From an optimization exercise on the open Yosys and OpenROAD flow, aimed at small area, a short achievable clock period and few clock cycles; shortcuts taken in it are not production practice.
At most, simulation tests tie the RTL to the original design; equivalence was not proved.

==> inputs of job 3354 <==
## csd_vector_unit
module csd_vector_unit #(
    parameter int NUM_LANES   = DEF_NUM_LANES,
    parameter int DATA_WIDTH  = DEF_DATA_WIDTH,
    parameter int ACCUM_WIDTH = DEF_ACCUM_WIDTH,
    parameter int LEN_WIDTH   = DEF_LEN_WIDTH
) (
    input  logic                              clk,
    input  logic                              rst_n,
    input  logic                              cfg_valid,
    output logic                              cfg_ready,
    input  logic [LEN_WIDTH-1:0]              cfg_len,
    input  logic                              cfg_mode,
    input  logic [NUM_LANES-1:0]              cfg_break_mask,
    input  logic                              in_valid,
    output logic                              in_ready,
    input  logic [NUM_LANES*DATA_WIDTH-1:0]   in_act,
    input  logic [NUM_LANES*DATA_WIDTH-1:0]   in_wgt,
    input  logic [NUM_LANES-1:0]              in_nz_mask,
    output logic                              out_valid,
    input  logic                              out_ready,
    output logic [NUM_LANES*ACCUM_WIDTH-1:0]  out_data,
    output logic [NUM_LANES-1:0]              out_seg_mask,
    output logic                              busy
);
clock: 7.5 ns
lec_check: 0
cap_margin: 20
core_margin: 2
core_utilization: 60
setup_slack_margin: 3.0
slew_margin: 20
tns_end_percent: 5
buffer_ports_args: -buffer_cell sky130_fd_sc_hd__buf_1
standard.sh (not shown) runs the stock make flow with config.mk's settings and CLKGATE_MAP_FILE= SYNTH_SCRIPT=/design/flow/synth_recipe.tcl, a recipe that flattens the netlist after the stock synthesis.
==> flow/flow/run.sh <==
#!/bin/bash
# The standard layout (the standard.sh), with port buffers that are plain
# sky130_fd_sc_hd__buf_1 cells rather than the delay buffers buffer_ports
# picks by itself. Every input and output port still gets its buffer.
set -euo pipefail
echo 'export BUFFER_PORTS_ARGS = -buffer_cell sky130_fd_sc_hd__buf_1' >> config.mk
cp config.mk config_mk_used.log
bash standard.sh > standard.log 2>&1
==> job 8087 (differences from job 3354) <==
CORE_UTILIZATION = 70   (was 60)
==> job 4930 (differences from job 3354) <==
CAP_MARGIN = 0   (was 20)
CTS_BUF_LIST = sky130_fd_sc_hd__clkbuf_4   (was unset)
CTS_CLUSTER_SIZE = 24   (was unset)
SLEW_MARGIN = 0   (was 20)
==> comparison table <==
metric	job 8087	job 4930	job 3354
Via-per-instance ratio	5.70	5.39	5.42
Layout cells sized above 1	5.53%	7.50%	5.10%
Multi-input gate area in the final layout	34800 µm²	34700 µm²	34700 µm²
Initial antenna violation count	5	6	10
Routed WL	143000 µm	142000 µm	142000 µm
Multi-input gate share of the layout cell area	54.1%	54.1%	53.9%
Result of the run	finished clean	finished clean	finished clean
Area after detailed placement	60500 µm²	60700 µm²	60700 µm²
Total clock buffers created by CTS	84	207	90
Number of buffer and inverter instances along the worst setup path	4	4	2
Wire length of the first global-routing pass	225000 µm	225000 µm	222000 µm
Post-Layout Inst Area	64400 µm²	64200 µm²	64400 µm²
Detailed-routing wirelength on met1	61700 µm	66800 µm	66400 µm
Via count of the first global-routing pass	42.1k	41.9k	40.9k
Worst path max stage delay	0.53 ns	0.54 ns	0.58 ns
Testbench counts of job 3354, summed over its fixed seeds: cycles 31,142.
Testbench counts of job 8087, summed over its fixed seeds: cycles 31,142.
Testbench counts of job 4930, summed over its fixed seeds: cycles 31,142.

========
==> inputs of exp/cedar <==
csd_vector_unit, a different RTL version from the one above (not shown whole).
==> flow/config.mk <==
export PLATFORM = sky130hd
export DESIGN_NAME = csd_vector_unit
export DESIGN_NICKNAME = csd_vector_unit
export VERILOG_FILES = /design/flow/design.v
export SDC_FILE = /design/flow/constraint.sdc
export NUM_CORES = 4
export LEC_CHECK = 0
export CAP_MARGIN = 20
export CORE_MARGIN = 2
export CORE_UTILIZATION = 60
export CTS_BUF_LIST = sky130_fd_sc_hd__clkbuf_8
export SETUP_SLACK_MARGIN = 3.0
export SLEW_MARGIN = 20
export TNS_END_PERCENT = 5
export BUFFER_PORTS_ARGS = -buffer_cell sky130_fd_sc_hd__buf_1
==> flow/constraint.sdc <==
create_clock -name core_clock -period 7.5 [get_ports {clk}]
set_input_delay 1.5000 -clock core_clock [delete_from_list [all_inputs] [get_ports {clk}]]
set_output_delay 1.5000 -clock core_clock [all_outputs]
set_load 0.01 [all_outputs]
Scripts as last shown in full above: flow/flow/run.sh
==> exp/umber: changes against exp/cedar <==
--- a/flow/design.v
+++ b/flow/design.v
@@ -203,21 +203,21 @@
     input  logic [NUM_LANES-1:0]              in_nz_mask,
     output logic                              out_valid,
     input  logic                              out_ready,
     output logic [NUM_LANES*ACCUM_WIDTH-1:0]  out_data,
     output logic [NUM_LANES-1:0]              out_seg_mask,
     output logic                              busy
 );
     logic                 cur_v, nxt_v;
-    logic                 cur_zero, cur_one;
+    logic                 cur_zero, cur_first, cur_one;
     logic [LEN_WIDTH-1:0] cur_rem, nxt_len;
     logic [6:0]           cur_mask, nxt_mask, cfg_eff;
     logic       adv, go, beat_hs, pseudo, cfg_hs, out_hs, cur_adv, cur_load;
-    logic       r_v, r_last, p_v, p_last, q_v, q_last;
+    logic       r_v, r_first, r_last, p_v, p_first, p_last, q_v, q_first, q_last;
     logic [6:0] r_mask, p_mask, q_mask;
     logic       ov_q;
     logic [6:0] om_q;
     logic [2:0] njobs;
     assign adv       = !(ov_q && !out_ready);
     assign cfg_eff   = cfg_mode ? cfg_break_mask[6:0] : 7'd0;
     assign cfg_ready = !nxt_v;
     assign cfg_hs    = cfg_valid && !nxt_v;
@@ -238,51 +238,57 @@
                 nxt_v <= 1'b0;
             end else if (cfg_hs) begin
                 nxt_v <= 1'b1;
             end
         end
     end
     always_ff @(posedge clk) begin
         if (cur_load) begin
+            cur_first <= 1'b1;
             if (nxt_v) begin
                 cur_zero <= (nxt_len == '0);
                 cur_one  <= (nxt_len == LEN_WIDTH'(1));
                 cur_rem  <= nxt_len;
                 cur_mask <= nxt_mask;
             end else begin
                 cur_zero <= (cfg_len == '0);
                 cur_one  <= (cfg_len == LEN_WIDTH'(1));
                 cur_rem  <= cfg_len;
                 cur_mask <= cfg_eff;
             end
         end else if (beat_hs) begin
             cur_rem   <= cur_rem - LEN_WIDTH'(1);
             cur_one   <= (cur_rem == LEN_WIDTH'(2));
+            cur_first <= 1'b0;
         end
         if (cfg_hs && !cur_load) begin
             nxt_len  <= cfg_len;
             nxt_mask <= cfg_eff;
         end
     end
     always_ff @(posedge clk or negedge rst_n) begin
         if (!rst_n) begin
-            r_v <= 1'b0; r_last <= 1'b0;
-            p_v <= 1'b0; p_last <= 1'b0;
-            q_v <= 1'b0; q_last <= 1'b0;
+            r_v <= 1'b0; r_first <= 1'b0; r_last <= 1'b0;
+            p_v <= 1'b0; p_first <= 1'b0; p_last <= 1'b0;
+            q_v <= 1'b0; q_first <= 1'b0; q_last <= 1'b0;
         end else if (adv) begin
-            r_v    <= beat_hs || pseudo;
-            r_last <= cur_adv;
-            p_v    <= r_v;
-            p_last <= r_last;
-            q_v    <= p_v;
-            q_last <= p_last;
+            r_v     <= beat_hs || pseudo;
+            r_first <= pseudo || (beat_hs && cur_first);
+            r_last  <= cur_adv;
+            p_v     <= r_v;
+            p_first <= r_first;
+            p_last  <= r_last;
+            q_v     <= p_v;
+            q_first <= p_first;
+            q_last  <= p_last;
         end else begin
-            q_v    <= 1'b0;
-            q_last <= 1'b0;
+            q_v     <= 1'b0;
+            q_first <= 1'b0;
+            q_last  <= 1'b0;
         end
     end
     always_ff @(posedge clk) begin
         if (adv) begin
             r_mask <= cur_mask;
             p_mask <= r_mask;
             q_mask <= p_mask;
         end
@@ -363,53 +369,55 @@
         q1 <= qld ? s1     : '0;
         q2 <= qld ? p_d[2] : '0;
         q3 <= qld ? s3     : '0;
         q4 <= qld ? p_d[4] : '0;
         q5 <= qld ? x45    : '0;
         q6 <= qld ? y6     : '0;
         q7 <= qld ? y7     : '0;
     end
-    logic       qt2, qt4, qt5, qt6, qt7;
-    logic [6:0] qk;
+    logic [7:0] qt, qk;
     always_ff @(posedge clk) begin
-        qt2 <= pc[1];
-        qt4 <= pc[3];
-        qt5 <= pc[3] & pc[4];
-        qt6 <= pc[3] & pc[4] & pc[5];
-        qt7 <= pc[3] & pc[4] & pc[5] & pc[6];
-        qk  <= {7{adv && p_last}} & pc;
+        qt[0] <= 1'b0;
+        qt[1] <= 1'b0;
+        qt[2] <= pc[1];
+        qt[3] <= 1'b0;
+        qt[4] <= pc[3];
+        qt[5] <= pc[3] & pc[4];
+        qt[6] <= pc[3] & pc[4] & pc[5];
+        qt[7] <= pc[3] & pc[4] & pc[5] & pc[6];
+        qk    <= {1'b0, {7{adv && p_last}} & pc};
     end
     logic init_q;
     always_ff @(posedge clk or negedge rst_n) begin
         if (!rst_n)
             init_q <= 1'b1;
         else
             init_q <= 1'b0;
     end
     logic [7:0] zero;
-    assign zero = {8{out_hs || init_q}} | {1'b0, qk};
+    assign zero = {8{out_hs || init_q}} | qk;
     logic signed [17:0] u [8];
     logic signed [17:0] t [8];
     assign u[0] = 18'(q0);
     assign u[1] = 18'(q1);
     assign u[2] = 18'(q2);
     assign u[3] = q3;
     assign u[4] = 18'(q4);
     assign u[5] = 18'(q5);
     assign u[6] = q6;
     assign u[7] = q7;
     assign t[0] = 18'sd0;
     assign t[1] = 18'sd0;
-    assign t[2] = qt2 ? 18'(q1) : 18'sd0;
+    assign t[2] = qt[2] ? 18'(q1) : 18'sd0;
     assign t[3] = 18'sd0;
-    assign t[4] = qt4 ? q3 : 18'sd0;
-    assign t[5] = qt5 ? q3 : 18'sd0;
-    assign t[6] = qt6 ? q3 : 18'sd0;
-    assign t[7] = qt7 ? q3 : 18'sd0;
+    assign t[4] = qt[4] ? q3 : 18'sd0;
+    assign t[5] = qt[5] ? q3 : 18'sd0;
+    assign t[6] = qt[6] ? q3 : 18'sd0;
+    assign t[7] = qt[7] ? q3 : 18'sd0;
     logic signed [33:0] b [8];
     for (genvar g = 0; g < 8; g++) begin : g_acc
         localparam int W = (g == 0) ? 31 : (g == 1) ? 32 : (g < 4) ? 33 : 34;
         localparam bit THREE = (g == 2) || (g >= 4);
         logic signed [W-1:0] acc_q;
         logic [18:0]   lo, lo_n;
         logic [W-20:0] hi, hi_n;
         logic          up, dn;
CTS_CLUSTER_SIZE = 24   (was unset)
SETUP_SLACK_MARGIN = 4.0   (was 3.0)
==> metrics.md <==
| Metric | Value |
|---|---|
| Met3 Use GR | 5.096% |
| Core area | 0.09642 mm² |
| P&R area growth vs syn | 13.88% |
| Setup WS pre-CTS | 2.690 ns |
| Avg Cell Area, Syn | 9.436 µm² |
| N_taps | 1,276 |
| Status | no timing/DRC/antenna violations |
(the above is from exp/umber)
==> metrics.md <==
| Metric | Value |
|---|---|
| Status | no timing/DRC/antenna violations |
| P&R area growth vs syn | 10.55% |
| N_taps | 1,265 |
| Avg Cell Area, Syn | 9.513 µm² |
| Setup WS pre-CTS | 2.217 ns |
| Core area | 0.09473 mm² |
| Met3 Use GR | 4.909% |
(the above is from exp/cedar)
Testbench counts of exp/umber, summed over its fixed seeds: cycles 31,142.
No functional check of the RTL was part of exp/cedar.

static timing again, ports no longer ideal:
The results above use ideal ports. As a check the final layouts listed here were re-extracted and re-timed, cells and wires unchanged. Step 1 sets driving cells, clkbuf_16 on the clock port and buf_2 on the other inputs (assumed; they add their load-dependent delay and slew). Step 2 also shifts input and output timing later by t, the mid clock arrival at the registers, as if the neighbouring blocks saw the same clock. Slacks: ideal / step 1 / step 2; pairs: ideal / step 1.
| run | shift t [ns] | setup WS [ns] | pins driven straight from the clock port |
|---|---|---|---|
| job 3354 | 0.730 | 2.859 / 2.859 / 2.859 | 1 |
| job 8087 | 0.725 | 2.900 / 2.900 / 2.900 | 1 |
| job 4930 | 1.153 | 2.851 / 2.851 / 2.851 | 1 |
| exp/cedar | 0.891 | 2.649 / 2.649 / 2.649 | 1 |
| exp/umber | 0.865 | 2.953 / 2.953 / 2.918 | 1 |
After both steps every run listed still meets setup and hold. The setup slack of exp/umber, which loses most, moves by 0.000 ns with the drivers and by -0.035 ns with both steps.
